This is an optimization exercise on Yosys and OpenROAD, whose aim is small area, a short achievable clock period and few clock cycles per item, not a production implementation. At most, simulation tests tie the RTL to the original design; equivalence was not proved. No functional check of the RTL was part of run 1.

==> design/flow/design.v <==
package ldpc_pkg;
    localparam int Z     = 4;
    localparam int BR    = 2;
    localparam int BC    = 4;
    localparam int N_VAR = BC * Z;
    localparam int N_CHK = BR * Z;
    localparam int N_EDGE = N_CHK * BC;    
    localparam int LLR_W   = 5;
    localparam int MSG_MAX = 15;
    localparam int SUM_W   = 8;
    localparam int CIDX_W  = $clog2(BC);
    localparam logic [2*BR*BC-1:0] SHIFT = 16'b01_11_00_10_11_10_01_00;
    function automatic int shift_of(int row, int col);
        shift_of = 0;
        shift_of[1:0] = SHIFT[(row * BC + col) * 2 +: 2];
    endfunction
    localparam int MAX_ITER = 8;
    localparam int ITER_W   = 4;
    localparam int IN_CREDITS  = 2;
    localparam int OUT_CREDITS = 2;
    localparam int Q_PTR_W     = $clog2(IN_CREDITS);
    localparam int Q_CNT_W     = $clog2(IN_CREDITS + 1);
    localparam int OCR_W       = $clog2(OUT_CREDITS + 1);
    function automatic int var_of(int chk, int col);
        var_of = col * Z + ((chk % Z) + shift_of(chk / Z, col)) % Z;
    endfunction
    function automatic int edge_of(int vidx, int row);
        int col;
        int t;
        col = vidx / Z;
        t = vidx % Z;
        edge_of = (row * Z + (t - shift_of(row, col) + Z) % Z) * BC + col;
    endfunction
endpackage
`timescale 1ns/1ps
module cnu (
    input  logic [ldpc_pkg::BC-1:0]   sgn_in,     
    input  logic [ldpc_pkg::BC*4-1:0] mag_in,     
    output logic [3:0] min1,
    output logic [3:0] min2,
    output logic [1:0] min_idx
);
    logic [3:0] a, b, c, d;
    logic cab, ccd, cx;
    logic [3:0] lo_ab, hi_ab, lo_cd, hi_cd, other_lo, other_hi;
    assign a = mag_in[3:0];
    assign b = mag_in[7:4];
    assign c = mag_in[11:8];
    assign d = mag_in[15:12];
    assign cab   = b < a;
    assign lo_ab = cab ? b : a;
    assign hi_ab = cab ? a : b;
    assign ccd   = d < c;
    assign lo_cd = ccd ? d : c;
    assign hi_cd = ccd ? c : d;
    assign cx       = lo_cd < lo_ab;
    assign min1     = cx ? lo_cd : lo_ab;
    assign min_idx  = cx ? {1'b1, ccd} : {1'b0, cab};
    assign other_lo = cx ? lo_ab : lo_cd;
    assign other_hi = cx ? hi_cd : hi_ab;
    assign min2     = (other_hi < other_lo) ? other_hi : other_lo;
endmodule
`timescale 1ns/1ps
module cnu_bank (
    input  logic clk,
    input  logic clear,       
    input  logic [ldpc_pkg::N_EDGE-1:0]   v2c_sgn,    
    input  logic [ldpc_pkg::N_EDGE*4-1:0] v2c_mag,
    output logic [ldpc_pkg::N_EDGE-1:0]   c2v_sgn,    
    output logic [ldpc_pkg::N_EDGE*4-1:0] c2v_mag
);
    localparam int NC = ldpc_pkg::N_CHK;
    localparam int BC = ldpc_pkg::BC;
    logic [3:0] m1_q [NC];
    logic [3:0] m2_q [NC];
    logic [1:0] ix_q [NC];
    logic [BC-1:0] sg_q [NC];
    for (genvar c = 0; c < NC; c++) begin : g_chk
        logic [3:0] m1, m2;
        logic [1:0] ix;
        cnu u_cnu (
            .sgn_in  (v2c_sgn[c*BC +: BC]),
            .mag_in  (v2c_mag[c*BC*4 +: BC*4]),
            .min1    (m1),
            .min2    (m2),
            .min_idx (ix)
        );
        always_ff @(posedge clk) begin
            m1_q[c] <= clear ? 4'd0 : m1;
            m2_q[c] <= clear ? 4'd0 : m2;
            ix_q[c] <= ix;
            sg_q[c] <= v2c_sgn[c*BC +: BC];
        end
        for (genvar j = 0; j < BC; j++) begin : g_col
            assign c2v_mag[(c*BC+j)*4 +: 4] = (ix_q[c] == 2'(j)) ? m2_q[c] : m1_q[c];
            assign c2v_sgn[c*BC+j] = ^sg_q[c] ^ sg_q[c][j];
        end
    end
endmodule
`timescale 1ns/1ps
module vnu (
    input  logic signed [ldpc_pkg::LLR_W-1:0] llr,
    input  logic       s0,       
    input  logic [3:0] m0,       
    input  logic       s1,
    input  logic [3:0] m1,
    output logic       vs0,      
    output logic [3:0] vm0,
    output logic       vs1,
    output logic [3:0] vm1,
    output logic       dec
);
    logic signed [6:0] c0, c1, l;
    logic signed [6:0] e0, e1, tot;
    assign l  = 7'(llr);
    assign c0 = s0 ? -$signed({3'b000, m0}) : $signed({3'b000, m0});
    assign c1 = s1 ? -$signed({3'b000, m1}) : $signed({3'b000, m1});
    assign e0  = l + c1;          
    assign e1  = l + c0;
    assign tot = l + c0 + c1;
    assign dec = tot[6];
    function automatic logic [4:0] sat(logic signed [6:0] x);
        logic [6:0] ax;
        ax = x[6] ? 7'(-x) : 7'(x);
        sat[4]   = x[6];
        sat[3:0] = (ax > 7'd15) ? 4'd15 : ax[3:0];
    endfunction
    assign {vs0, vm0} = sat(e0);
    assign {vs1, vm1} = sat(e1);
endmodule
`timescale 1ns/1ps
module vnu_bank (
    input  logic [ldpc_pkg::N_VAR*ldpc_pkg::LLR_W-1:0] chan_llr,
    input  logic [ldpc_pkg::N_EDGE-1:0]   c2v_sgn,    
    input  logic [ldpc_pkg::N_EDGE*4-1:0] c2v_mag,
    output logic [ldpc_pkg::N_EDGE-1:0]   v2c_sgn,    
    output logic [ldpc_pkg::N_EDGE*4-1:0] v2c_mag,
    output logic [ldpc_pkg::N_VAR-1:0] dec
);
    for (genvar v = 0; v < ldpc_pkg::N_VAR; v++) begin : g_var
        localparam int E0 = ldpc_pkg::edge_of(v, 0);
        localparam int E1 = ldpc_pkg::edge_of(v, 1);
        vnu u_vnu (
            .llr (chan_llr[v*ldpc_pkg::LLR_W +: ldpc_pkg::LLR_W]),
            .s0  (c2v_sgn[E0]),
            .m0  (c2v_mag[E0*4 +: 4]),
            .s1  (c2v_sgn[E1]),
            .m1  (c2v_mag[E1*4 +: 4]),
            .vs0 (v2c_sgn[E0]),
            .vm0 (v2c_mag[E0*4 +: 4]),
            .vs1 (v2c_sgn[E1]),
            .vm1 (v2c_mag[E1*4 +: 4]),
            .dec (dec[v])
        );
    end
endmodule
`timescale 1ns/1ps
module syndrome_check (
    input  logic [ldpc_pkg::N_VAR-1:0] dec,
    output logic syn_zero
);
    logic [ldpc_pkg::N_CHK-1:0] parity;
    for (genvar c = 0; c < ldpc_pkg::N_CHK; c++) begin : g_chk
        logic [ldpc_pkg::BC-1:0] bits;
        for (genvar j = 0; j < ldpc_pkg::BC; j++) begin : g_col
            assign bits[j] = dec[ldpc_pkg::var_of(c, j)];
        end
        assign parity[c] = ^bits;
    end
    assign syn_zero = ~|parity;    
endmodule
`timescale 1ns/1ps
module ldpc_decoder (
    input  logic clk,
    input  logic rst,
    input  logic in_valid,
    input  logic [ldpc_pkg::N_VAR*ldpc_pkg::LLR_W-1:0] in_llr,
    output logic in_credit,
    output logic out_valid,
    output logic [ldpc_pkg::N_VAR-1:0] out_bits,
    output logic [ldpc_pkg::ITER_W-1:0] out_iters,
    output logic out_ok,
    input  logic out_credit
);
    localparam int FW = ldpc_pkg::N_VAR * ldpc_pkg::LLR_W;
    logic [FW-1:0] slot0, slot1;
    logic v0, v1;
    logic [ldpc_pkg::ITER_W-1:0] iter;
    logic full;                        
    logic [ldpc_pkg::OCR_W-1:0] out_cnt;
    logic [ldpc_pkg::N_EDGE-1:0]   v2c_sgn, c2v_sgn;
    logic [ldpc_pkg::N_EDGE*4-1:0] v2c_mag, c2v_mag;
    logic [ldpc_pkg::N_VAR-1:0] dec;
    logic syn_zero;
    logic done, pop, restart;
    assign done      = v0 && (syn_zero || iter[3]);    
    assign out_valid = full && (out_cnt != '0);
    assign pop       = done && (!full || out_valid);
    assign restart   = done || !v0;    
    always_ff @(posedge clk) begin
        if (pop || !v0)
            slot0 <= v1 ? slot1 : in_llr;
        if (in_valid)
            slot1 <= in_llr;
    end
    always_ff @(posedge clk or posedge rst) begin
        if (rst) begin
            v0        <= 1'b0;
            v1        <= 1'b0;
            iter      <= '0;
            full      <= 1'b0;
            out_cnt   <= ldpc_pkg::OCR_W'(ldpc_pkg::OUT_CREDITS);
            in_credit <= 1'b0;
        end else begin
            if (pop) begin
                v0 <= v1 || in_valid;
                v1 <= v1 && in_valid;
            end else begin
                v0 <= v0 || in_valid;
                v1 <= v1 || (v0 && in_valid);
            end
            iter      <= restart ? '0 : iter + 1'b1;
            in_credit <= pop;
            out_cnt   <= out_cnt - ldpc_pkg::OCR_W'(out_valid) + ldpc_pkg::OCR_W'(out_credit);
            if (pop)
                full <= 1'b1;
            else if (out_valid)
                full <= 1'b0;
        end
    end
    always_ff @(posedge clk) begin
        if (pop) begin
            out_bits  <= dec;
            out_iters <= iter;
            out_ok    <= syn_zero;
        end
    end
    cnu_bank u_cnu_bank (
        .clk     (clk),
        .clear   (restart),
        .v2c_sgn (v2c_sgn),
        .v2c_mag (v2c_mag),
        .c2v_sgn (c2v_sgn),
        .c2v_mag (c2v_mag)
    );
    vnu_bank u_vnu_bank (
        .chan_llr (slot0),
        .c2v_sgn  (c2v_sgn),
        .c2v_mag  (c2v_mag),
        .v2c_sgn  (v2c_sgn),
        .v2c_mag  (v2c_mag),
        .dec      (dec)
    );
    syndrome_check u_syndrome_check (
        .dec      (dec),
        .syn_zero (syn_zero)
    );
endmodule
==> design/flow/run.sh <==
#!/bin/bash
# synth_recipe.tcl (not shown) runs the flow's synth.tcl, then flattens the netlist and writes it again
# the make line also repeats each setting of config.mk as NAME=value (left out here)
make -C /OpenROAD-flow-scripts/flow DESIGN_CONFIG=/design/flow/config.mk WORK_HOME=/design/flow/orfs CLKGATE_MAP_FILE= SYNTH_SCRIPT=/design/flow/synth_recipe.tcl finish
==> design/flow/config.mk <==
export PLATFORM = sky130hd
export DESIGN_NAME = ldpc_decoder
export DESIGN_NICKNAME = ldpc_decoder
export VERILOG_FILES = /design/flow/design.v
export SDC_FILE = /design/flow/constraint.sdc
export NUM_CORES = 4
export LEC_CHECK = 0
export CAP_MARGIN = 20
export CORE_MARGIN = 2
export CORE_UTILIZATION = 40
export SLEW_MARGIN = 20
==> design/flow/constraint.sdc <==
create_clock -name core_clock -period 14.0 [get_ports {clk}]
set_input_delay 2.8000 -clock core_clock [delete_from_list [all_inputs] [get_ports {clk}]]
set_output_delay 2.8000 -clock core_clock [all_outputs]
set_load 0.01 [all_outputs]
==> results by group, run 1 <==
Clocking
  • Clock sink count: between 300 and 400
  • Count of hold-fix buffers inserted at cts: 0
  • Setup bufs post-CTS: 0
  • CTS tree: built
  • Cells resized by post-CTS repair: 0
  • H-tree levels: 2
  • CTS root buf: clkbuf_16
  • CTS clk-pin slew, worst paths: around 60 ps
  • Worst-skew pair later-pin latency: roughly 600 ps
  • TritonCTS Buffers: 41
  • Deepest clock path buffer count: 3

Yosys
  • Flops & latches, synth: 303
  • Seq/Total Area, Yosys: a little over a fifth
  • Syn avg cell area: 8.72 um^2
  • Post-Syn Instances: 4237
  • Async set-reset flop share out of synthesis: ~3.3%
  • Syn. warnings: 7
  • Number of synthesized flops with an enable pin: around 180
  • Yosys cell types: 120
  • Syn_nets: a little under 5000
  • Most common flop cell mapped by yosys: edfxtp_1
  • Cell area after synthesis: around 37000 um^2

STA
  • Least-Margin Pin Slew: 906 ps
  • Final setup fails: 0
  • RSZ-0062 raised after global routing: false
  • Min cycle time layout: about 8300 ps
  • Hold Violations, Final: 0
  • Worst Skew: between 20 and 30 ps
  • Final period utilization: approximately 59%
  • Setup tns final: 0 ps
  • Max-slew violations: 0
  • Relative max-transition margin: between 30% and 40%
  • Max Fclk: about 0.12 GHz

Layout
  • Register area: slightly below 8000 um^2
  • N_diodes: 0
  • Layout area overhead: 10.1%
  • Post-layout util: around 44%
  • Share of cells above drive strength 1: under 10%
  • Area of the multi-input gates: about 28000 um^2
  • Total Nets Final: 4947
  • Fillers: around 8900
  • Non-Filler Cell Area, Final: around 40000 um^2

Detailed routing
  • Routed length per instance: 17.9 um
  • Met1 wire length: a little under 50000 um
  • Via count: 31900
  • DR iter-0 viols: around 2100
  • DRC Markers: 0
  • Final wirelength: a little under 100000 um
  • Vias per inst: between 5 and 6
  • Drt pass-1 iters: 8
  • Max Used Layer: met4
  • Met2 wire length: ~43000 um
  • Met3 WL: about 4500 um
  • Antenna Nets Post-Route: 0

Critical path
  • Crit-path slowest cell: fa_1
  • Arrival time at the worst endpoint: roughly 9000 ps
  • CP startpoint kind: register
  • Setup crit end kind: register
  • Worst R2R Start: u_cnu_bank.ix_q[0][1]
  • Most frequent CP cell: ha_1
  • Crit Path Max Fanout: 8
  • CP Class: register to register
  • Worst r2r path cells: 34
  • Reg2Reg Setup Slack: between 5000 and 6000 ps
  • Worst EP required: about 15000 ps
  • Max incr delay on CP: between 500 and 600 ps
  • Worst r2r dst: u_cnu_bank.m2_q[6][2]

Die
  • Core region area: between 90000 and 100000 um^2
  • Full die area: about 95000 um^2
  • IO Pins: ~110
  • Die Y: about 310 um
  • Initial Utilization: roughly two fifths
  • Die W: between 300 and 400 um
  • Row count: 111

Global routing
  • Total gr overflow: 0
  • Largest net degree at the start of global routing: 55
  • Overall routing resource usage: about a fifth
  • First-pass GRT wire length: 159000 um
  • Vias in the first global route: 30100
  • Initial antenna violation count: 3

Min path
  • Endpoint, Worst Hold: out_cnt[1]
  • Worst Hold Class: register to register
  • Hold Path Origin: out_cnt[1]
  • Hold Path Depth: 1

Status
  • Outcome: no timing/DRC/antenna violations

Run
  • Max-cap viol count: 0

Place
  • GP Congestion: roughly 0.89
  • Number of port buffers: roughly 110
  • Hpwl dp: 79500 um
  • Dpl cell area: around 39000 um^2
[kinds of logic after synthesis]
group | after synthesis | share of synthesized area, %
xor gates and xnor gates | 288 | 6.99
and+or+nand+nor | 1196 | 16.7
adders and majority gates | 532 | 18.6
AOI/OAI and AO/OA | 1247 | 23.9
buffers and inverters | 366 | 3.75
DFF | 303 | 21.5
muxes | 305 | 8.65
[area by class of cell]
class / count / share of cell area (%)
well taps: 1186 / 3.65
clock buffers: 52 / 2.71
clock inverters: 21 / 0.480
multi-input cells: 3568 / 68.0
repair buffers: 112 / 2.76
flip-flops and latches: 303 / 19.5
inverters: 314 / 2.91
[per-stage QoR]
step	hold WS [ps]	setup WS [ps]	cells
after CTS	489	5720	5556
after floorplan	450	6720	4237
after global placement	471	5840	5482
final	486	5670	5556
after global routing	508	4810	5556
after detailed placement	480	5780	5483
[how the worst max path moves through the flow]
stage                                      from                     to  slack (ps)  depth (start not counted)
after floorplan           u_cnu_bank.ix_q[4][0]  u_cnu_bank.m2_q[1][1]        6720                         34
after global placement    u_cnu_bank.ix_q[0][1]  u_cnu_bank.m2_q[6][2]        5840                         34
after detailed placement  u_cnu_bank.ix_q[6][0]  u_cnu_bank.m2_q[3][2]        5780                         32
after CTS                 u_cnu_bank.ix_q[6][0]  u_cnu_bank.m2_q[3][2]        5720                         32
after global routing      u_cnu_bank.ix_q[4][0]  u_cnu_bank.m2_q[1][1]        4810                         34
final                     u_cnu_bank.ix_q[0][1]  u_cnu_bank.m2_q[6][2]        5670                         34
[placed cells by master, fill, tap and decap left out, drive strengths merged, types with 32 or more instances in the layout]
cell type / netlist / routed
a211oi: 73 / 73
nand2: 215 / 215
nand2b: 71 / 71
ha: 491 / 491
dfxtp: 112 / 112
and2: 65 / 65
fa: 32 / 32
clkbuf: 43 / 52
o21a: 38 / 38
nor2: 352 / 352
a31oi: 95 / 95
inv: 314 / 322
a21o: 104 / 104
or2: 49 / 49
clkdlybuf4s50: 0 / 105
xnor2: 216 / 216
nor2b: 69 / 69
o21ai: 184 / 184
nand3: 66 / 66
nor3: 73 / 73
edfxtp: 181 / 181
mux2: 113 / 113
mux2i: 192 / 192
xor2: 70 / 70
a21oi: 306 / 306
o211ai: 56 / 56
and3: 66 / 66
[cells in the mapped netlist (all sizes together) (23+ instances only)]
| cell | number | share of area, % |
|---|---|---|
| ha | 491 | 17 |
| nor2 | 352 | 3.6 |
| inv | 314 | 3.2 |
| a21oi | 306 | 4.2 |
| xnor2 | 216 | 5.2 |
| nand2 | 215 | 2.2 |
| mux2i | 192 | 5.2 |
| o21ai | 184 | 2.5 |
| edfxtp | 181 | 15 |
| mux2 | 113 | 3.4 |
| dfxtp | 112 | 6.1 |
| a21o | 104 | 2.1 |
| a31oi | 95 | 1.7 |
| a211oi | 73 | 1.7 |
| nor3 | 73 | 0.99 |
| nand2b | 71 | 1.2 |
| xor2 | 70 | 1.7 |
| nor2b | 69 | 1.2 |
| and3 | 66 | 1.1 |
| nand3 | 66 | 0.89 |
| and2 | 65 | 1.1 |
| o211ai | 56 | 1.2 |
| or2 | 49 | 0.83 |
| clkbuf | 43 | 0.44 |
| o21a | 38 | 0.79 |
| fa | 32 | 1.7 |
| o2111ai | 30 | 0.73 |
| or3 | 27 | 0.46 |
| a221oi | 26 | 0.71 |
| nand4 | 26 | 0.44 |
| o31ai | 26 | 0.58 |
| a21boi | 24 | 0.49 |
| nor3b | 23 | 0.47 |
[registers in the layout, indices dropped and copies added (netlist names), 2 cells and up]
name / count
slot0: 80
u_cnu_bank.m2_q: 32
out_iters: 4
u_cnu_bank.ix_q: 16
u_cnu_bank.sg_q: 32
out_bits: 16
out_cnt: 2
slot1: 80
iter: 4
u_cnu_bank.m1_q: 32
[routing by layer]
layer | track usage (%) | vias to the layer above
li1 | - | 16200
met1 | 29.4 | 15000
met2 | 32.7 | 647
met3 | 2.54 | 121
met4 | 5.51 | 0
met5 | 0 | -
[critical path, delay by kind of cell (launching register included)]
| kind | cells | cell delay [ps] |
|---|---|---|
| compound gates | 11 | 2590 |
| fa+ha+maj | 6 | 1650 |
| buf+inv | 3 | 270 |
| flops | 1 | 330 |
| mux | 3 | 1190 |
| simple gates | 11 | 2200 |
==> inputs of run 2 (changes only) <==
--- a/design/flow/design.v
+++ b/design/flow/design.v
@@ -36,4 +36,4 @@
 module cnu (
-    input  logic [ldpc_pkg::BC-1:0]   sgn_in,     
-    input  logic [ldpc_pkg::BC*4-1:0] mag_in,     
+    input  logic [3:0]  sgn_in,
+    input  logic [15:0] mag_in,
     output logic [3:0] min1,
@@ -42,21 +42,31 @@
 );
-    logic [3:0] a, b, c, d;
-    logic cab, ccd, cx;
-    logic [3:0] lo_ab, hi_ab, lo_cd, hi_cd, other_lo, other_hi;
-    assign a = mag_in[3:0];
-    assign b = mag_in[7:4];
-    assign c = mag_in[11:8];
-    assign d = mag_in[15:12];
-    assign cab   = b < a;
-    assign lo_ab = cab ? b : a;
-    assign hi_ab = cab ? a : b;
-    assign ccd   = d < c;
-    assign lo_cd = ccd ? d : c;
-    assign hi_cd = ccd ? c : d;
-    assign cx       = lo_cd < lo_ab;
-    assign min1     = cx ? lo_cd : lo_ab;
-    assign min_idx  = cx ? {1'b1, ccd} : {1'b0, cab};
-    assign other_lo = cx ? lo_ab : lo_cd;
-    assign other_hi = cx ? hi_cd : hi_ab;
-    assign min2     = (other_hi < other_lo) ? other_hi : other_lo;
+    logic [3:0] m [4];
+    logic bt [4][4];           
+    logic [3:0] first, second;
+    always_comb begin
+        for (int i = 0; i < 4; i++) m[i] = mag_in[4*i +: 4];
+        for (int i = 0; i < 4; i++)
+            for (int j = i + 1; j < 4; j++) begin
+                bt[i][j] = !(m[j] < m[i]);    
+                bt[j][i] = !bt[i][j];
+            end
+        for (int i = 0; i < 4; i++) begin
+            logic [1:0] wins;
+            wins = 0;
+            first[i] = 1'b1;
+            for (int j = 0; j < 4; j++)
+                if (j != i) begin
+                    first[i] = first[i] & bt[i][j];
+                    wins = wins + 2'(bt[i][j]);
+                end
+            second[i] = (wins == 2'd2);
+        end
+        min1 = '0;
+        min2 = '0;
+        for (int i = 0; i < 4; i++) begin
+            min1 = min1 | (m[i] & {4{first[i]}});
+            min2 = min2 | (m[i] & {4{second[i]}});
+        end
+        min_idx = {first[2] | first[3], first[1] | first[3]};
+    end
 endmodule
@@ -101,30 +111,47 @@
 module vnu (
-    input  logic signed [ldpc_pkg::LLR_W-1:0] llr,
-    input  logic       s0,       
-    input  logic [3:0] m0,       
-    input  logic       s1,
-    input  logic [3:0] m1,
-    output logic       vs0,      
-    output logic [3:0] vm0,
-    output logic       vs1,
-    output logic [3:0] vm1,
+    input  logic signed [4:0] llr,
+    input  logic       s0, input logic [3:0] m0,
+    input  logic       s1, input logic [3:0] m1,
+    output logic       vs0, output logic [3:0] vm0,
+    output logic       vs1, output logic [3:0] vm1,
     output logic       dec
 );
-    logic signed [6:0] c0, c1, l;
-    logic signed [6:0] e0, e1, tot;
-    assign l  = 7'(llr);
-    assign c0 = s0 ? -$signed({3'b000, m0}) : $signed({3'b000, m0});
-    assign c1 = s1 ? -$signed({3'b000, m1}) : $signed({3'b000, m1});
-    assign e0  = l + c1;          
-    assign e1  = l + c0;
-    assign tot = l + c0 + c1;
-    assign dec = tot[6];
-    function automatic logic [4:0] sat(logic signed [6:0] x);
-        logic [6:0] ax;
-        ax = x[6] ? 7'(-x) : 7'(x);
-        sat[4]   = x[6];
-        sat[3:0] = (ax > 7'd15) ? 4'd15 : ax[3:0];
-    endfunction
-    assign {vs0, vm0} = sat(e0);
-    assign {vs1, vm1} = sat(e1);
+    function automatic logic [5:0] add5(logic [4:0] a, logic [4:0] b, logic cin);
+        logic c;
+        c = cin;
+        for (int i = 0; i < 5; i++) begin
+            add5[i] = a[i] ^ b[i] ^ c;
+            c = (a[i] & b[i]) | (c & (a[i] ^ b[i]));
+        end
+        add5[5] = a[4] ^ b[4] ^ c;
+    endfunction
+    function automatic logic sgn65(logic [5:0] a, logic [4:0] b, logic cin);
+        logic c;
+        logic [5:0] bb;
+        bb = {b[4], b};
+        c = cin;
+        for (int i = 0; i < 6; i++)
+            c = (a[i] & bb[i]) | (c & (a[i] ^ bb[i]));
+        sgn65 = a[5] ^ bb[5] ^ c;    
+    endfunction
+    function automatic logic [4:0] satmag(logic [5:0] e);
+        logic n;
+        logic [5:0] t;
+        logic [3:0] inc;
+        logic sat;
+        n = e[5];
+        t = e ^ {6{n}};
+        inc = t[3:0] + 4'(n);
+        sat = t[4] | (t[3:0] == 4'd15) | (n & (t[3:0] == 4'd14));
+        satmag = {n, sat ? 4'd15 : inc};
+    endfunction
+    logic [4:0] b0, b1;
+    logic [5:0] e0, e1;
+    assign b0 = {s0, m0 ^ {4{s0}}};
+    assign b1 = {s1, m1 ^ {4{s1}}};
+    assign e0 = add5(llr, b1, s1);
+    assign e1 = add5(llr, b0, s0);
+    assign dec = sgn65(e0, b0, s0);
+    assign {vs0, vm0} = satmag(e0);
+    assign {vs1, vm1} = satmag(e1);
 endmodule
==> run 2 against run 1 <==
Area after synthesis shrank 26%. Sequential share of layout area grew 6.4 points. Design area shrank 25%. Still clean on timing, DRC and antenna. Routed wire length shrank 27%. First-iteration DRC count shrank 25%. Global-route usage is essentially flat. Highest routed layer unchanged. Critical endpoint is now slot0[70]. Setup slack gained 1000 ps. Clock skew shrank 0.88 ps. Fmax grew 14%.
==> results by group, run 2 <==
Global routing
  • Initial antenna violation count: 1 (-2)
  • Largest net degree at the start of global routing: 69 (+25%)
  • Total gr overflow: 0 (unchanged)
  • GRT Max-Usage Layer: met2
  • Vias in the first global route: 21300 (-29%)
  • Overall routing resource usage: 20.6% (-0.029 points)
  • GR Util met3: 1.93% (-0.62 points)
  • Met2 Usage GRT: 34.8% (+2.0 points)
  • GR Layer Usage met1: 28.0% (-1.4 points)
  • First-pass GRT wire length: 116000 um (-27%)

Clocking
  • H-tree levels: 2 (unchanged)
  • Cells resized by post-CTS repair: 0 (unchanged)
  • Clock sink count: 303 (unchanged)
  • Count of hold-fix buffers inserted at cts: 0 (unchanged)
  • CTS root buf: clkbuf_16
  • TritonCTS Buffers: 39 (-4.9%)
  • Setup bufs post-CTS: 0 (unchanged)
  • Worst-skew pair later-pin latency: 580 ps (-20 ps)
  • CTS tree: built
  • CTS clk-pin slew, worst paths: 60 ps (about the same)
  • Deepest clock path buffer count: 3 (unchanged)

Yosys
  • Seq/Total Area, Yosys: 29.0% (+7.5 points)
  • Flops & latches, synth: 303 (unchanged)
  • Top-area cell type share of the netlist area: 19.9% (+3.2 points)
  • Xor and xnor area share after synthesis: 10.0% (+3.0 points)
  • Mux contribution to synthesized area: 9.40% (+0.76 points)
  • Syn avg cell area: 10.0 um^2 (+15%)
  • Syn_nets: 3191 (-34%)
  • Synth area leader: edfxtp_1
  • Largest family of logic cells by synthesized area: adder cells
  • Most frequent cell after synthesis: inv_1
  • Async set-reset flop share out of synthesis: 3.30% (unchanged)
  • Most common flop cell mapped by yosys: edfxtp_1
  • Syn. warnings: 10 (+3)
  • Synth top area cells: edfxtp_1 (20%), fa_1 (12%), ha_1 (10%)
  • Adder-cell area share of the yosys netlist: 23.2% (+4.6 points)
  • Simple-gate share of the synthesized area: 10.5% (-6.2 points)
  • Post-Syn Instances: 2723 (-36%)
  • Top post-synthesis cells by count: inv_1 (309), xnor2_1 (228), ha_1 (224), nand2_1 (214), edfxtp_1 (181)
  • Number of synthesized flops with an enable pin: 181 (unchanged)
  • Compound-Gate Fraction of Synth Area: 12.8% (-11 points)
  • Yosys cell types: 85 (-29%)
  • Cell area after synthesis: 27300 um^2 (-26%)

Min path
  • Hold Path Depth: 1 (unchanged)
  • Worst Hold Class: register to register

STA
  • Setup tns final: 0 ps (unchanged)
  • Smallest hold slack: 509 ps (+22.9 ps)
  • RSZ-0062 raised after global routing: false
  • Max Fclk: 0.137 GHz (+14%)
  • Least-Margin Pin Slew: 1050 ps (+140 ps)
  • Relative max-transition margin: 29.3% (-8.7 points)
  • Final setup fails: 0 (unchanged)
  • Setup ws final: 6710 ps (+1040 ps)
  • Min cycle time layout: 7290 ps (-1040 ps)
  • Max-slew violations: 0 (unchanged)
  • Final period utilization: 52.1% (-7.4 points)
  • Worst Skew: 24.8 ps (-0.876 ps)
  • Hold Violations, Final: 0 (unchanged)

Critical path
  • Crit Path Max Fanout: 60 (+52)
  • Max incr delay on CP: 830 ps (+250 ps)
  • Reg2Reg Setup Slack: 6710 ps (+1040 ps)
  • Setup crit end kind: register
  • Worst EP required: 14180 ps (-330 ps)
  • Crit-path leading delay family: adder cells
  • CP startpoint kind: register
  • Arrival time at the worst endpoint: 7470 ps (-1360 ps)
  • Worst r2r path cells: 21 (-38%)
  • Crit-path slowest cell: buf_4
  • CP Depth: 21 (-38%)
  • Most frequent CP cell: fa_1
  • CP Class: register to register
  • Critical path buffer and inverter count: 3 (unchanged)
  • Critical-path cell list: xor2_1, xnor2_1, mux2i_1, fa_1, fa_1, inv_1, fa_1, inv_1, fa_1, ha_1, a21oi_1, nand2_1, maj3_1, o21ai_1, xor2_1, or4_1, a211oi_2, o221a_2, a21oi_1, o21ai_4, buf_4

Run
  • Max-cap viol count: 0 (unchanged)

Detailed routing
  • Routed length per instance: 19.3 um (+8.1%)
  • DRC Markers: 0 (unchanged)
  • DR iter-0 viols: 1569 (-25%)
  • Final wirelength: 72200 um (-27%)
  • Antenna Nets Post-Route: 0 (unchanged)
  • Vias per inst: 5.41 (-5.7%)
  • Via count: 20200 (-37%)
  • Drt pass-1 iters: 9 (+1)

Layout
  • Finished Layout Cells: 3741 (-33%)
  • Area of the multi-input gates: 18000 um^2 (-35%)
  • N_diodes: 0 (unchanged)
  • Layout area overhead: 11.9%
  • Commonest non-fill, non-tap cells in the layout: inv_1 (309), xnor2_1 (228), ha_1 (224)
  • Fillers: 6301 (-29%)
  • Largest regs: slot0 x80, slot1 x80
  • Register area: 7930 um^2 (unchanged)
  • Commonest non-fill, non-tap cell in the layout: inv_1
  • Share of cells above drive strength 1: 7.50% (-0.15 points)
  • Total Nets Final: 3305 (-33%)

Place
  • Place WS: 6630 ps (+848 ps)
  • DP Cell Count: 3669 (-33%)
  • GP Congestion: 0.911 (+2.1%)
  • Number of port buffers: 106 (unchanged)
  • Hpwl dp: 57700 um (-27%)

Die
  • Full die area: 70500 um^2 (-26%)
  • Row count: 95 (-14%)
  • Die W: 265 um (-14%)
  • IO Pins: 107 (unchanged)
  • Initial Utilization: 40.6% (+0.21 points)
  • Die Y: 265 um (-14%)
  • Core region area: 67400 um^2 (-26%)

Status
  • Outcome: no timing/DRC/antenna violations
## run 2: cell type report
cell class,count,area share (%)
Multi-Input combinational cell,2063,58.9
Sequential cell,303,25.9
Inverter,320,3.93
Tap cell,873,3.57
Timing Repair Buffer,110,3.56
Clock buffer,48,3.40
Clock inverter,24,0.707
## run 2: through the flow
stage / cell area, um^2 / utilization (%)
6_report: 30600 / 45.4
2_1_floorplan: 27300 / -
5_1_grt: 30600 / 45.4
3_3_place_gp: 29300 / 43.5
3_5_place_dp: 29300 / 43.5
4_1_cts: 30600 / 45.4
## run 2: worst register-to-register path, cell delays in order, from the launching register on
cell and delay [ps]:
dfxtp_1 320, xor2_1 190, xnor2_1 570, mux2i_1 210
fa_1 430, fa_1 370, inv_1 70, fa_1 160
inv_1 50, fa_1 490, ha_1 310, a21oi_1 230
nand2_1 90, maj3_1 350, o21ai_1 280, xor2_1 150
or4_1 430, a211oi_2 230, o221a_2 280, a21oi_1 160
o21ai_4 640, buf_4 830
## run 2: cells by family (layout without fill, tap and decap cells)
group / Yosys count / after routing
buf+inv: 357 / 502
compound gates: 516 / 516
mux: 246 / 246
xor+xnor: 308 / 308
fa+ha+maj: 417 / 417
simple gates: 576 / 576
flops: 303 / 303
## run 2: final timing paths
kind,startpoint,end
min reg2reg,iter[0],iter[0]
min,iter[0],iter[0]
min in group asynchronous,rst,v0
max in group asynchronous,rst,v1
max,u_cnu_bank.sg_q[4][0],slot0[70]
max reg2reg,u_cnu_bank.sg_q[4][0],slot0[70]
## run 2: per-layer routing
metal  wire, um  up-vias
li1           -     9768
met1      33600     9859
met2      34100      508
met3       2710      105
met4       1880        0
met5          0        -
Testbench counts of run 2, summed over its fixed seeds: cycles 3,199, items 1,200.
==> inputs of run 3 (changes only) <==
--- a/design/flow/config.mk
+++ b/design/flow/config.mk
@@ -7,2 +7,3 @@
 export LEC_CHECK = 0
+export ABC_AREA = 1
 export CAP_MARGIN = 20
==> run 3 against run 2 <==
Clock-buffer cell count decreased by 5. Still clean on timing, DRC and antenna. Critical path type unchanged. Non-clock buffer count grew 2. Highest routed layer unchanged. Critical endpoint is now u_cnu_bank.m2_q[2][3]. Core utilization down 0.36 points. Largest cell class unchanged.
==> results by group, run 3 <==
STA
  • Max Fclk: 0.149 GHz (+8.8%)
  • RSZ-0062 raised after global routing: false
  • Final period utilization: 47.8% (-4.2 points)
  • Worst Skew: 26.4 ps (+1.61 ps)
  • Hold Violations, Final: 0 (unchanged)
  • Least-Margin Pin Slew: 1090 ps (+46.4 ps)
  • Max-slew violations: 0 (unchanged)
  • Min cycle time layout: 6700 ps (-592 ps)
  • Setup tns final: 0 ps (unchanged)
  • Relative max-transition margin: 27.1% (-2.2 points)
  • Final setup fails: 0 (unchanged)

Critical path
  • Most frequent CP cell: inv_1
  • Crit-path leading delay family: adder cells
  • Arrival time at the worst endpoint: 7130 ps (-340 ps)
  • Max incr delay on CP: 550 ps (-280 ps)
  • Worst R2R Start: u_cnu_bank.sg_q[7][1]
  • Crit Path Max Fanout: 8 (-87%)
  • Critical path buffer and inverter count: 6 (+3)
  • CP Launch Point: u_cnu_bank.sg_q[7][1]
  • Setup crit end kind: register
  • Worst EP required: 14430 ps (+250 ps)
  • Crit-path slowest cell: fa_1
  • CP Class: register to register
  • CP startpoint kind: register

Yosys
  • Async set-reset flop share out of synthesis: 3.30% (unchanged)
  • Flops & latches, synth: 303 (unchanged)
  • Post-Syn Instances: 3795 (+39%)
  • Most common flop cell mapped by yosys: edfxtp_1
  • Syn_nets: 4263 (+34%)
  • Most frequent cell after synthesis: nand2_1
  • Cell area after synthesis: 28600 um^2 (+4.7%)
  • Yosys cell types: 53 (-38%)
  • Top post-synthesis cells by count: nand2_1 (1077), inv_1 (648), nor2_1 (253), ha_1 (224), edfxtp_1 (181)
  • Syn avg cell area: 7.54 um^2 (-25%)
  • Number of synthesized flops with an enable pin: 181 (unchanged)
  • Synth area leader: edfxtp_1
  • Seq/Total Area, Yosys: 27.7% (-1.3 points)
  • Syn. warnings: 10 (unchanged)
  • Top-area cell type share of the netlist area: 19.0% (-0.89 points)
  • Synth top area cells: edfxtp_1 (19%), nand2_1 (14%), fa_1 (11%)

Layout
  • Fillers: 7185 (+14%)
  • Commonest non-fill, non-tap cells in the layout: nand2_1 (1076), inv_1 (648), nor2_1 (253)
  • N_diodes: 0 (unchanged)
  • Commonest non-fill, non-tap cell in the layout: nand2_1
  • Register area: 7930 um^2 (unchanged)
  • Share of cells above drive strength 1: 4.75% (-2.8 points)
  • Post-layout util: 45.0% (-0.36 points)
  • Largest regs: slot0 x80, slot1 x80
  • Area of the multi-input gates: 17900 um^2 (-0.65%)
  • Layout area overhead: 11.9% (about the same)
  • Total Nets Final: 4358 (+32%)

Detailed routing
  • DRC Markers: 0 (unchanged)
  • Antenna Nets Post-Route: 0 (unchanged)
  • Drt pass-1 iters: 6 (-3)
  • Vias per inst: 4.89 (-9.6%)
  • DR iter-0 viols: 1661 (+5.9%)
  • Final wirelength: 75900 um (+5.1%)
  • Via count: 23800 (+18%)
  • Routed length per instance: 15.6 um (-19%)

Clocking
  • TritonCTS Buffers: 38 (-2.6%)
  • CTS root buf: clkbuf_16
  • CTS tree: built
  • Setup bufs post-CTS: 0 (unchanged)
  • Cells resized by post-CTS repair: 0 (unchanged)
  • H-tree levels: 2 (unchanged)
  • Clock sink count: 303 (unchanged)
  • CTS clk-pin slew, worst paths: 60 ps (about the same)
  • Worst-skew pair later-pin latency: 570 ps (about the same)
  • Deepest clock path buffer count: 3 (unchanged)
  • Count of hold-fix buffers inserted at cts: 0 (unchanged)

Die
  • Row count: 98 (+3.2%)
  • IO Pins: 107 (unchanged)
  • Die Y: 272 um (+2.3%)
  • Initial Utilization: 40.2% (-0.32 points)
  • Die W: 272 um (+2.3%)
  • Full die area: 73700 um^2 (+4.6%)
  • Core region area: 71100 um^2 (+5.5%)

Place
  • Number of port buffers: 106 (unchanged)
  • GP Congestion: 0.911 (about the same)
  • Hpwl dp: 60700 um (+5.2%)

Global routing
  • Initial antenna violation count: 0 (-1)
  • Vias in the first global route: 22900 (+7.9%)
  • First-pass GRT wire length: 122000 um (+4.7%)
  • Overall routing resource usage: 20.6% (about the same)
  • Total gr overflow: 0 (unchanged)
  • Largest net degree at the start of global routing: 83 (+20%)

Min path
  • Worst Hold Class: register to register
  • Hold Path Origin: iter[1]

Status
  • Outcome: no timing/DRC/antenna violations

Run
  • Max-cap viol count: 0 (unchanged)
-- run 3: cell count changes in the layout (fill, tap and decap cells not counted), moves of 68 or more --
cell	change
inv_1	+339
mux2_2	-84
mux2i_1	-158
nand2_1	+862
nand2b_1	-68
nand3_1	+123
nor2_1	+173
o21ai_0	+95
xnor2_1	-107
xor2_1	+82
-- run 3: final cells by class --
type,count,area share [%]
multi-input cells,2761,55.9
flip-flops and latches,303,24.8
inverters,674,7.90
well taps,950,3.71
repair buffers,112,3.45
clock buffers,43,3.09
clock inverters,26,1.17
-- run 3: worst paths after layout --
check                      slack, ps  cells after the start               endpoint
max                             7300                     26  u_cnu_bank.m2_q[2][3]
min                              480                      0           out_iters[1]
max reg2reg                     7300                     26  u_cnu_bank.m2_q[2][3]
min reg2reg                      480                      0           out_iters[1]
max in group asynchronous      11130                      2                     v1
min in group asynchronous       2520                      2                iter[3]
-- run 3: per-layer routing --
layer  up-vias  track usage, %  part of all wire [%]
met2       541            33.2                    44
met5         -               0                     0
li1      12200               -                     -
met4         0            6.81                   3.0
met1     11000            28.8                    48
met3       112            2.34                   4.8
-- run 3: through the flow --
step,area [um^2],setup slack (ps),std cells,hold WS (ps)
floorplan,28600,7630,3795,425
global placement,30700,7380,4800,466
detailed placement,30700,7290,4800,479
CTS,32000,7270,4869,481
global route,32000,6840,4869,506
finish,32000,7300,4869,479
-- run 3: logic make-up (layout without fill, tap and decap cells) --
group / after synthesis / count (layout) / synth area share, %
AOI/OAI and AO/OA: 494 / 494 / 10.2
DFF: 303 / 303 / 27.7
muxes: 3 / 3 / 0.105
adders and majority gates: 384 / 384 / 21.0
and+or+nand+nor: 1603 / 1603 / 22.8
xor gates and xnor gates: 277 / 277 / 8.48
buffers and inverters: 731 / 855 / 9.76
==> inputs of run 4 (changes only) <==
--- a/design/flow/design.v
+++ b/design/flow/design.v
@@ -101,3 +101,3 @@
             ix_q[c] <= ix;
-            sg_q[c] <= v2c_sgn[c*BC +: BC];
+            sg_q[c] <= {BC{^v2c_sgn[c*BC +: BC]}} ^ v2c_sgn[c*BC +: BC];    
         end
@@ -105,3 +105,3 @@
             assign c2v_mag[(c*BC+j)*4 +: 4] = (ix_q[c] == 2'(j)) ? m2_q[c] : m1_q[c];
-            assign c2v_sgn[c*BC+j] = ^sg_q[c] ^ sg_q[c][j];
+            assign c2v_sgn[c*BC+j] = sg_q[c][j];
         end
--- a/design/flow/config.mk
+++ b/design/flow/config.mk
@@ -10,3 +10,3 @@
 export CORE_MARGIN = 2
-export CORE_UTILIZATION = 40
+export CORE_UTILIZATION = 65
 export SLEW_MARGIN = 20
==> run 4 against run 3 <==
Sequential share of layout area down 0.099 points. First-iteration DRC count is 58% higher. Flip-flop and latch count unchanged. Synthesized cell count is 3.3% higher. Via count increased by 12%. Clock-buffer cell count grew 5. Register-to-register slack improved by 370 ps. Area after synthesis up 2.4%.
==> results by group, run 4 <==
Layout
  • Fillers: 3511 (-51%)
  • Total Nets Final: 4493 (+3.1%)
  • Largest regs: slot0 x80, slot1 x80
  • N_diodes: 0 (unchanged)
  • Share of cells above drive strength 1: 3.91% (-0.84 points)
  • Layout area overhead: 9.65%
  • Post-layout util: 72.4% (+27 points)
  • Commonest non-fill, non-tap cell in the layout: nand2_1
  • Commonest non-fill, non-tap cells in the layout: nand2_1 (1118), inv_1 (661), nor2_1 (293)

STA
  • Max Fclk: 0.158 GHz (+5.9%)
  • Smallest hold slack: 449 ps (-29.8 ps)
  • Setup tns final: 0 ps (unchanged)
  • Max-slew violations: 0 (unchanged)
  • Relative max-transition margin: 30.5% (+3.4 points)
  • Final setup fails: 0 (unchanged)
  • Final period utilization: 45.2% (-2.6 points)
  • Min cycle time layout: 6330 ps (-371 ps)
  • RSZ-0062 raised after global routing: false
  • Hold Violations, Final: 0 (unchanged)
  • Setup ws final: 7670 ps (+371 ps)
  • Least-Margin Pin Slew: 1040 ps (-49.7 ps)
  • Worst Skew: 21.3 ps (-5.10 ps)

Clocking
  • CTS tree: built
  • CTS root buf: clkbuf_16
  • Count of hold-fix buffers inserted at cts: 0 (unchanged)
  • Deepest clock path buffer count: 3 (unchanged)
  • Worst-skew pair later-pin latency: 570 ps (about the same)
  • Clock sink count: 303 (unchanged)
  • CTS clk-pin slew, worst paths: 60 ps (about the same)
  • Cells resized by post-CTS repair: 0 (unchanged)
  • H-tree levels: 2 (unchanged)
  • Setup bufs post-CTS: 0 (unchanged)
  • TritonCTS Buffers: 38 (unchanged)

Critical path
  • Critical path buffer and inverter count: 6 (unchanged)
  • CP startpoint kind: register
  • Max incr delay on CP: 570 ps (+20 ps)
  • Crit-path leading delay family: adder cells
  • Arrival time at the worst endpoint: 6810 ps (-320 ps)
  • Crit Path Max Fanout: 8 (unchanged)
  • Worst EP required: 14480 ps (+50 ps)
  • Setup crit end kind: register
  • CP Class: register to register
  • Crit-path slowest cell: fa_1
  • Most frequent CP cell: inv_1

Global routing
  • Total gr overflow: 0 (unchanged)
  • Overall routing resource usage: 35.8% (+15 points)
  • Largest net degree at the start of global routing: 83 (unchanged)
  • Vias in the first global route: 26900 (+17%)
  • First-pass GRT wire length: 134000 um (+10%)
  • Initial antenna violation count: 0 (unchanged)

Place
  • GP Congestion: 1.00 (+9.7%)
  • Place WS: 7800 ps (+503 ps)
  • Number of port buffers: 106 (unchanged)
  • Hpwl dp: 65900 um (+8.6%)

Yosys
  • Post-Syn Instances: 3922 (+3.3%)
  • Number of synthesized flops with an enable pin: 181 (unchanged)
  • Syn avg cell area: 7.48 um^2 (-0.88%)
  • Synth area leader: edfxtp_1
  • Yosys cell types: 55 (+3.8%)
  • Most frequent cell after synthesis: nand2_1
  • Top post-synthesis cells by count: nand2_1 (1119), inv_1 (661), nor2_1 (293), ha_1 (235), xor2_1 (234)
  • Flops & latches, synth: 303 (unchanged)
  • Syn_nets: 4401 (+3.2%)
  • Seq/Total Area, Yosys: 27.0% (-0.66 points)
  • Syn. warnings: 10 (unchanged)
  • Synth top area cells: edfxtp_1 (19%), nand2_1 (14%), fa_1 (11%)
  • Async set-reset flop share out of synthesis: 3.30% (unchanged)
  • Most common flop cell mapped by yosys: edfxtp_1
  • Top-area cell type share of the netlist area: 18.5% (-0.45 points)
  • Cell area after synthesis: 29300 um^2 (+2.4%)

Min path
  • Worst Hold Class: register to register

Detailed routing
  • DR iter-0 viols: 2618 (+58%)
  • Vias per inst: 5.77 (+18%)
  • DRC Markers: 0 (unchanged)
  • Antenna Nets Post-Route: 0 (unchanged)
  • Via count: 26800 (+12%)
  • Final wirelength: 83300 um (+9.7%)
  • Routed length per instance: 18.0 um (+15%)
  • Drt pass-1 iters: 8 (+2)

Die
  • Full die area: 46800 um^2 (-36%)
  • IO Pins: 107 (unchanged)
  • Core region area: 44400 um^2 (-38%)
  • Die Y: 216 um (-20%)
  • Die W: 216 um (-20%)
  • Initial Utilization: 66.0% (+26 points)
  • Row count: 77 (-21%)

Run
  • Max-cap viol count: 0 (unchanged)

Status
  • Outcome: no timing/DRC/antenna violations
==> run 4: changes by cell type in the layout (fill, tap and decap cells not counted), sizes merged, moves of 25 or more <==
cell,change
xnor2,-46
xor2,+78
nand2,+32
nand3,+52
a21oi,-32
o22ai,-25
==> run 4: routing by layer <==
metal | part of all wire, % | global-route usage (%) | vias up | wire [um]
met4 | 4.6 | 16.1 | 0 | 3860
met5 | 0 | 0 | - | 0
li1 | - | - | 12600 | -
met1 | 41 | 45.6 | 12600 | 33700
met3 | 7.9 | 5.31 | 289 | 6610
met2 | 47 | 60.4 | 1295 | 39100
==> run 4: final timing paths <==
check / from / endpoint / slack (ps) / depth (start not counted)
max in group asynchronous: rst / v1 / 10980 / 2
min in group asynchronous: rst / in_credit / 2610 / 2
worst max-delay path: u_cnu_bank.ix_q[2][0] / u_cnu_bank.m2_q[7][0] / 7670 / 25
worst min-delay path: iter[3] / out_iters[3] / 450 / 0
worst min register to register: iter[3] / out_iters[3] / 450 / 0
worst max register to register: u_cnu_bank.ix_q[2][0] / u_cnu_bank.m2_q[7][0] / 7670 / 25
==> run 4: cell families (layout without fill, tap and decap cells) <==
| kind of cell | count (synthesis) | in the layout | share of synthesized area (%) |
|---|---|---|---|
| buffers and inverters | 752 | 874 | 9.78 |
| flip-flops | 303 | 303 | 27.0 |
| AND/OR/NAND/NOR | 1738 | 1738 | 24.2 |
| adder cells (fa/ha/maj) | 395 | 395 | 21.0 |
| AO/OA/AOI/OAI | 425 | 425 | 8.77 |
| XOR/XNOR | 309 | 309 | 9.23 |
==> run 4: final cells by class <==
class / count / area (um^2) / area share (%)
multi-input combinational: 2867 / 18500 / 57.6
timing repair buffer: 112 / 1100 / 3.43
sequential: 303 / 7930 / 24.7
tap: 592 / 741 / 2.30
clock buffer: 48 / 1070 / 3.34
inverter: 692 / 2600 / 8.08
clock inverter: 22 / 173 / 0.537
==> run 4: per-stage QoR <==
stage / cell area, um^2 / instances
floorplan: 29300 / 3922
global placement: 30900 / 4566
detailed placement: 30900 / 4566
CTS: 32200 / 4636
global route: 32200 / 4636
finish: 32200 / 4636
Testbench counts of run 4, summed over its fixed seeds: cycles 3,199, items 1,200.
==> inputs of run 5 (changes only) <==
--- a/design/flow/config.mk
+++ b/design/flow/config.mk
@@ -10,3 +10,3 @@
 export CORE_MARGIN = 2
-export CORE_UTILIZATION = 65
+export CORE_UTILIZATION = 40
 export SLEW_MARGIN = 20
==> run 5 against run 4 <==
Still clean on timing, DRC and antenna. Clock skew grew 6.8 ps. Core utilization down 27 points. Die area increased by 61%. First-iteration DRC count is 26% lower. Flip-flop and latch count unchanged. Sequential share of layout area fell by 0.45 points. Setup slack gained 180 ps. Routed wire length fell by 5.0%.
==> results by group, run 5 <==
Status
  • Outcome: no timing/DRC/antenna violations

STA
  • Max Fclk: 0.163 GHz (+2.9%)
  • Final setup fails: 0 (unchanged)
  • Least-Margin Pin Slew: 1030 ps (-13.7 ps)
  • Worst Skew: 28.1 ps (+6.78 ps)
  • Final period utilization: 43.9% (-1.3 points)
  • Relative max-transition margin: 30.5% (+0.039 points)
  • Max-slew violations: 0 (unchanged)
  • Setup tns final: 0 ps (unchanged)
  • Hold Violations, Final: 0 (unchanged)
  • RSZ-0062 raised after global routing: false
  • Min cycle time layout: 6150 ps (-177 ps)

Run
  • Max-cap viol count: 0 (unchanged)

Critical path
  • Setup crit end kind: register
  • CP startpoint kind: register
  • Reg2Reg Setup Slack: 7850 ps (+180 ps)
  • Arrival time at the worst endpoint: 6590 ps (-220 ps)
  • Crit Path Max Fanout: 8 (unchanged)
  • Worst EP required: 14440 ps (-40 ps)
  • CP Class: register to register

Place
  • Dpl cell area: 31400 um^2 (+1.5%)
  • GP Congestion: 0.949 (-5.1%)
  • Number of port buffers: 106 (unchanged)
  • Hpwl dp: 63200 um (-4.0%)

Layout
  • Layout area overhead: 11.7%
  • Post-layout util: 45.0% (-27 points)
  • Commonest non-fill, non-tap cell in the layout: nand2_1
  • Share of cells above drive strength 1: 4.00% (+0.094 points)
  • N_diodes: 0 (unchanged)
  • Fillers: 7304 (+110%)
  • Non-Filler Cell Area, Final: 32800 um^2 (+1.9%)
  • Total Nets Final: 4497 (+0.089%)
  • Commonest non-fill, non-tap cells in the layout: nand2_1 (1118), inv_1 (660), nor2_1 (293)
  • Largest regs: slot0 x80, slot1 x80

Detailed routing
  • Vias per inst: 4.88 (-15%)
  • Drt pass-1 iters: 6 (-2)
  • Via count: 24500 (-8.6%)
  • DR iter-0 viols: 1940 (-26%)
  • Met2 wire length: 34800 um (-11%)
  • Met3 WL: 3840 um (-42%)
  • Final wirelength: 79100 um (-5.0%)
  • Routed length per instance: 15.8 um (-12%)
  • DRC Markers: 0 (unchanged)
  • Antenna Nets Post-Route: 0 (unchanged)
  • Met1 wire length: 38400 um (+14%)
  • Max Used Layer: met4

Die
  • Row count: 99 (+29%)
  • Initial Utilization: 40.3% (-26 points)
  • Die Y: 275 um (+27%)
  • Core region area: 72700 um^2 (+64%)
  • Full die area: 75500 um^2 (+61%)
  • Die W: 275 um (+27%)
  • IO Pins: 107 (unchanged)

Clocking
  • H-tree levels: 2 (unchanged)
  • Count of hold-fix buffers inserted at cts: 0 (unchanged)
  • CTS tree: built
  • Worst-skew pair later-pin latency: 580 ps (about the same)
  • CTS root buf: clkbuf_16
  • Setup bufs post-CTS: 0 (unchanged)
  • TritonCTS Buffers: 41 (+7.9%)
  • Clock sink count: 303 (unchanged)
  • Deepest clock path buffer count: 3 (unchanged)
  • CTS clk-pin slew, worst paths: 60 ps (about the same)
  • Cells resized by post-CTS repair: 0 (unchanged)

Global routing
  • Overall routing resource usage: 21.0% (-15 points)
  • Total gr overflow: 0 (unchanged)
  • Largest net degree at the start of global routing: 65 (-22%)
  • Vias in the first global route: 23200 (-14%)
  • First-pass GRT wire length: 126000 um (-6.4%)
  • Initial antenna violation count: 0 (unchanged)

Yosys
  • Yosys cell types: 55 (unchanged)
  • Syn avg cell area: 7.48 um^2 (unchanged)
  • Flops & latches, synth: 303 (unchanged)
  • Syn_nets: 4401 (unchanged)
  • Seq/Total Area, Yosys: 27.0% (unchanged)
  • Post-Syn Instances: 3922 (unchanged)
  • Synth area leader: edfxtp_1
  • Number of synthesized flops with an enable pin: 181 (unchanged)
  • Syn. warnings: 10 (unchanged)
  • Top-area cell type share of the netlist area: 18.5% (unchanged)
  • Top post-synthesis cells by count: nand2_1 (1119), inv_1 (661), nor2_1 (293), ha_1 (235), xor2_1 (234)
  • Cell area after synthesis: 29300 um^2 (unchanged)
  • Synth top area cells: edfxtp_1 (19%), nand2_1 (14%), fa_1 (11%)
  • Async set-reset flop share out of synthesis: 3.30% (unchanged)
  • Most common flop cell mapped by yosys: edfxtp_1
  • Most frequent cell after synthesis: nand2_1

Min path
  • Worst Hold Class: register to register
## run 5: layer usage
layer	GRT usage, %	vias to the layer above
met4	5.69	0
met3	2.77	102
met5	0	-
li1	-	12600
met1	30.1	11200
met2	33.2	532
## run 5: worst paths after layout
kind	startpoint	endpoint	cells after the start
worst max-delay path	u_cnu_bank.ix_q[5][0]	u_cnu_bank.m2_q[0][0]	25
worst min-delay path	iter[3]	out_iters[3]	0
worst max register to register	u_cnu_bank.ix_q[5][0]	u_cnu_bank.m2_q[0][0]	25
worst min register to register	iter[3]	out_iters[3]	0
max in group asynchronous	rst	out_cnt[1]	2
min in group asynchronous	rst	full	2
## run 5: final cells by class
cell class                      instances  area, um^2  share of cell area, %
Inverter                              692        2600                   7.93
Sequential cell                       303        7930                   24.2
Multi-Input combinational cell       2867       18500                   56.6
Clock buffer                           54        1140                   3.47
Tap cell                              959        1200                   3.66
Clock inverter                         20         220                  0.672
Timing Repair Buffer                  113        1130                   3.45
## run 5: cell families (layout without fill, tap and decap cells)
kind of cell,after synthesis,in the layout,share of synthesized area [%]
adders and majority gates,395,395,21.0
AOI/OAI and AO/OA,425,425,8.77
and+or+nand+nor,1738,1738,24.2
xor gates and xnor gates,309,309,9.23
buffers and inverters,752,879,9.78
DFF,303,303,27.0
## run 5: metrics by stage
| stage | hold slack (ps) | instances | worst slack [ps] |
|---|---|---|---|
| after global routing | 477 | 5008 | 7320 |
| after floorplan | 425 | 3922 | 8040 |
| after CTS | 456 | 5007 | 7860 |
| after detailed placement | 442 | 4933 | 7870 |
| final | 461 | 5008 | 7850 |
| after global placement | 434 | 4933 | 7910 |
## run 5: worst max-delay path, cell delays in order (launching register included)
cell	delay, ps
dfxtp_1	440
nand2_1	200
o21ai_0	270
xor2_1	130
fa_1	420
fa_1	360
inv_1	70
fa_1	160
inv_1	50
fa_1	510
inv_1	200
ha_1	210
ha_1	230
nor2_1	270
inv_1	110
ha_1	290
a21boi_1	160
nor3_1	80
o21bai_1	560
inv_1	150
fa_1	560
nor2_1	40
inv_1	110
o21ai_0	100
a221oi_1	260
nor2_1	80
==> inputs of run 6 (changes only) <==
--- a/design/flow/design.v
+++ b/design/flow/design.v
@@ -53,11 +53,13 @@
         for (int i = 0; i < 4; i++) begin
-            logic [1:0] wins;
-            wins = 0;
-            first[i] = 1'b1;
+            logic [2:0] w;
+            int k;
+            k = 0;
+            w = '0;
             for (int j = 0; j < 4; j++)
                 if (j != i) begin
-                    first[i] = first[i] & bt[i][j];
-                    wins = wins + 2'(bt[i][j]);
+                    w[k] = bt[i][j];
+                    k++;
                 end
-            second[i] = (wins == 2'd2);
+            first[i]  = &w;
+            second[i] = (w[0] & w[1] & ~w[2]) | (w[0] & ~w[1] & w[2]) | (~w[0] & w[1] & w[2]);
         end
==> run 6 against run 5 <==
Clock skew decreased by 1.3 ps. Critical path depth decreased by 1. Area after synthesis fell by 2.2%. Register-to-register slack better by 140 ps. Still clean on timing, DRC and antenna. Global-route usage down 0.25 points.
==> results by group, run 6 <==
Clocking
  • CTS clk-pin slew, worst paths: 60 ps (about the same)
  • Clock sink count: 303 (unchanged)
  • H-tree levels: 2 (unchanged)
  • CTS tree: built
  • TritonCTS Buffers: 39 (-4.9%)
  • Deepest clock path buffer count: 3 (unchanged)
  • CTS root buf: clkbuf_16
  • Cells resized by post-CTS repair: 0 (unchanged)
  • Count of hold-fix buffers inserted at cts: 0 (unchanged)
  • Worst-skew pair later-pin latency: 580 ps (about the same)
  • Setup bufs post-CTS: 0 (unchanged)

Detailed routing
  • Routed length per instance: 15.5 um (-2.0%)
  • Final wirelength: 76800 um (-3.0%)
  • DRC Markers: 0 (unchanged)
  • DR iter-0 viols: 1649 (-15%)
  • Antenna Nets Post-Route: 0 (unchanged)
  • Vias per inst: 4.90 (+0.27%)
  • Drt pass-1 iters: 5 (-1)
  • Via count: 24300 (-0.73%)

Global routing
  • Vias in the first global route: 23300 (+0.48%)
  • Overall routing resource usage: 20.8% (-0.25 points)
  • Total gr overflow: 0 (unchanged)
  • Initial antenna violation count: 1 (+1)
  • Largest net degree at the start of global routing: 83 (+28%)
  • First-pass GRT wire length: 123000 um (-1.9%)

Layout
  • Largest regs: slot0 x80, slot1 x80
  • Register area: 7930 um^2 (unchanged)
  • Commonest non-fill, non-tap cell in the layout: nand2_1
  • N_diodes: 0 (unchanged)
  • Area of the multi-input gates: 17900 um^2 (-3.3%)
  • Commonest non-fill, non-tap cells in the layout: nand2_1 (1088), inv_1 (625), nor2_1 (272)
  • Layout area overhead: 11.6%
  • Fillers: 7193 (-1.5%)
  • Share of cells above drive strength 1: 4.94% (+0.94 points)
  • Total Nets Final: 4424 (-1.6%)

Yosys
  • Synth top area cells: edfxtp_1 (19%), nand2_1 (14%), ha_1 (10%)
  • Most frequent cell after synthesis: nand2_1
  • Most common flop cell mapped by yosys: edfxtp_1
  • Flops & latches, synth: 303 (unchanged)
  • Synth area leader: edfxtp_1
  • Async set-reset flop share out of synthesis: 3.30% (unchanged)
  • Post-Syn Instances: 3880 (-1.1%)
  • Cell area after synthesis: 28700 um^2 (-2.2%)
  • Top post-synthesis cells by count: nand2_1 (1089), inv_1 (625), nor2_1 (272), xor2_1 (257), ha_1 (235)
  • Syn_nets: 4327 (-1.7%)
  • Syn. warnings: 10 (unchanged)
  • Top-area cell type share of the netlist area: 19.0% (+0.41 points)
  • Number of synthesized flops with an enable pin: 181 (unchanged)
  • Yosys cell types: 57 (+3.6%)
  • Syn avg cell area: 7.39 um^2 (-1.1%)
  • Seq/Total Area, Yosys: 27.6% (+0.60 points)

STA
  • Setup ws final: 7990 ps (+143 ps)
  • Setup tns final: 0 ps (unchanged)
  • Least-Margin Pin Slew: 1060 ps (+27.5 ps)
  • Relative max-transition margin: 29.5% (-0.96 points)
  • Hold Violations, Final: 0 (unchanged)
  • RSZ-0062 raised after global routing: false
  • Max Fclk: 0.167 GHz (+2.4%)
  • Min cycle time layout: 6010 ps (-143 ps)
  • Final setup fails: 0 (unchanged)
  • Worst Skew: 26.8 ps (-1.33 ps)
  • Max-slew violations: 0 (unchanged)
  • Final period utilization: 42.9% (-1.0 points)

Place
  • Number of port buffers: 106 (unchanged)
  • GP Congestion: 0.956 (+0.72%)
  • Place WS: 7980 ps (+108 ps)
  • Hpwl dp: 61400 um (-2.9%)

Critical path
  • Worst EP required: 14190 ps (-250 ps)
  • Crit Path Max Fanout: 62 (+54)
  • Crit-path leading delay family: adder cells
  • Most frequent CP cell: nand2_1
  • CP Class: register to register
  • Setup crit end kind: register
  • Critical path buffer and inverter count: 4 (-2)
  • Max incr delay on CP: 770 ps (+210 ps)
  • Critical-path cell list: nand2_1, o21ai_0, xor2_1, fa_1, fa_1, fa_1, inv_1, fa_1, inv_1, ha_1, inv_1, nor3_1, a21oi_1, nand2_1, nand2_1, nand2_1, nand2_1, nand3_1, nor2_1, nand2_2, nand2_1, nand3_2, nand2_4, buf_4
  • Arrival time at the worst endpoint: 6200 ps (-390 ps)
  • Crit-path slowest cell: buf_4
  • CP startpoint kind: register

Die
  • Full die area: 73900 um^2 (-2.2%)
  • Core region area: 71200 um^2 (-2.0%)
  • Die W: 272 um (-1.1%)
  • Row count: 98 (-1.0%)
  • IO Pins: 107 (unchanged)
  • Die Y: 272 um (-1.1%)
  • Initial Utilization: 40.3% (-0.067 points)

Status
  • Outcome: no timing/DRC/antenna violations

Min path
  • Worst Hold Class: register to register

Run
  • Max-cap viol count: 0 (unchanged)
run 6: changes by cell type after synthesis, moves of 23 or more:
cell,previous run,this run
fa_1,160,128
inv_1,661,625
nand2_1,1119,1089
o21ai_1,18,46
xnor2_1,75,52
xor2_1,234,257
run 6: final timing paths:
| kind | start | end | slack [ps] | cells after the start |
|---|---|---|---|---|
| worst min-delay path | iter[3] | out_iters[3] | 460 | 0 |
| min in group asynchronous | rst | in_credit | 2530 | 2 |
| worst max register to register | u_cnu_bank.ix_q[7][1] | slot0[15] | 7990 | 24 |
| worst max-delay path | u_cnu_bank.ix_q[7][1] | slot0[15] | 7990 | 24 |
| worst min register to register | iter[3] | out_iters[3] | 460 | 0 |
| max in group asynchronous | rst | v1 | 11110 | 2 |
run 6: cell type report:
type	instances	share of cell area, %
sequential	303	24.8
clock buffer	48	3.27
timing repair buffer	112	3.45
multi-input combinational	2839	56.0
tap	950	3.71
clock inverter	24	0.766
inverter	682	8.00
run 6: per-stage QoR:
step / utilization, % / hold WS [ps] / instances / cell area [um^2]
detailed placement: 43.1 / 446 / 4886 / 30700
global placement: 43.1 / 431 / 4886 / 30700
finish: 44.9 / 463 / 4958 / 32000
global route: 44.9 / 482 / 4958 / 32000
floorplan: - / 425 / 3880 / 28700
CTS: 44.9 / 466 / 4958 / 32000
run 6: kinds of logic (layout without fill, tap and decap cells):
kind of cell	after synthesis	count (layout)	synth area share, %
xor+xnor	311	311	9.55
simple gates	1717	1717	24.8
fa+ha+maj	363	363	19.2
buf+inv	738	866	9.89
compound gates	448	448	8.97
flops	303	303	27.6
run 6: layer usage:
metal	wire length [um]	global-route usage (%)	vias up
met5	0	0	-
met4	2490	7.01	0
met3	3500	2.31	140
met2	34300	33.7	549
met1	36500	28.7	11100
li1	-	-	12500
Testbench counts of run 6, summed over its fixed seeds: cycles 3,199, items 1,200.

[re-timing with driven ports]
The flow's constraints put no driver on any port. The routed layouts listed below were extracted and timed again, unchanged, in two steps.
Step 1, drivers: a clkbuf_16 drives clk and a buf_2 each remaining input, both assumed.
Step 2 adds t to the input delays and takes it off the output delays; t is the mean of the earliest and latest rising clock arrival at the registers after step 1. Input paths then give back, and output paths get back, about the clock's delay inside the block.
Three values: no drivers, after step 1, after step 2; two values: the first two.
| run | t, ns | setup WS [ns] | worst register clock-pin slew, ns | worst slew at a driven data input, ns |
|---|---|---|---|---|
| run 1 | 0.651 | 5.671 / 5.671 / 5.671 | 0.07 / 0.07 | 0.05 |
| run 2 | 0.623 | 6.712 / 6.712 / 6.712 | 0.06 / 0.06 | 0.06 |
| run 3 | 0.625 | 7.304 / 7.304 / 7.304 | 0.07 / 0.07 | 0.04 |
| run 4 | 0.625 | 7.675 / 7.675 / 7.675 | 0.06 / 0.06 | 0.08 |
| run 5 | 0.625 | 7.852 / 7.852 / 7.852 | 0.06 / 0.06 | 0.06 |
| run 6 | 0.623 | 7.994 / 7.994 / 7.994 | 0.06 / 0.06 | 0.06 |
After both steps setup and hold are still met in every run listed.
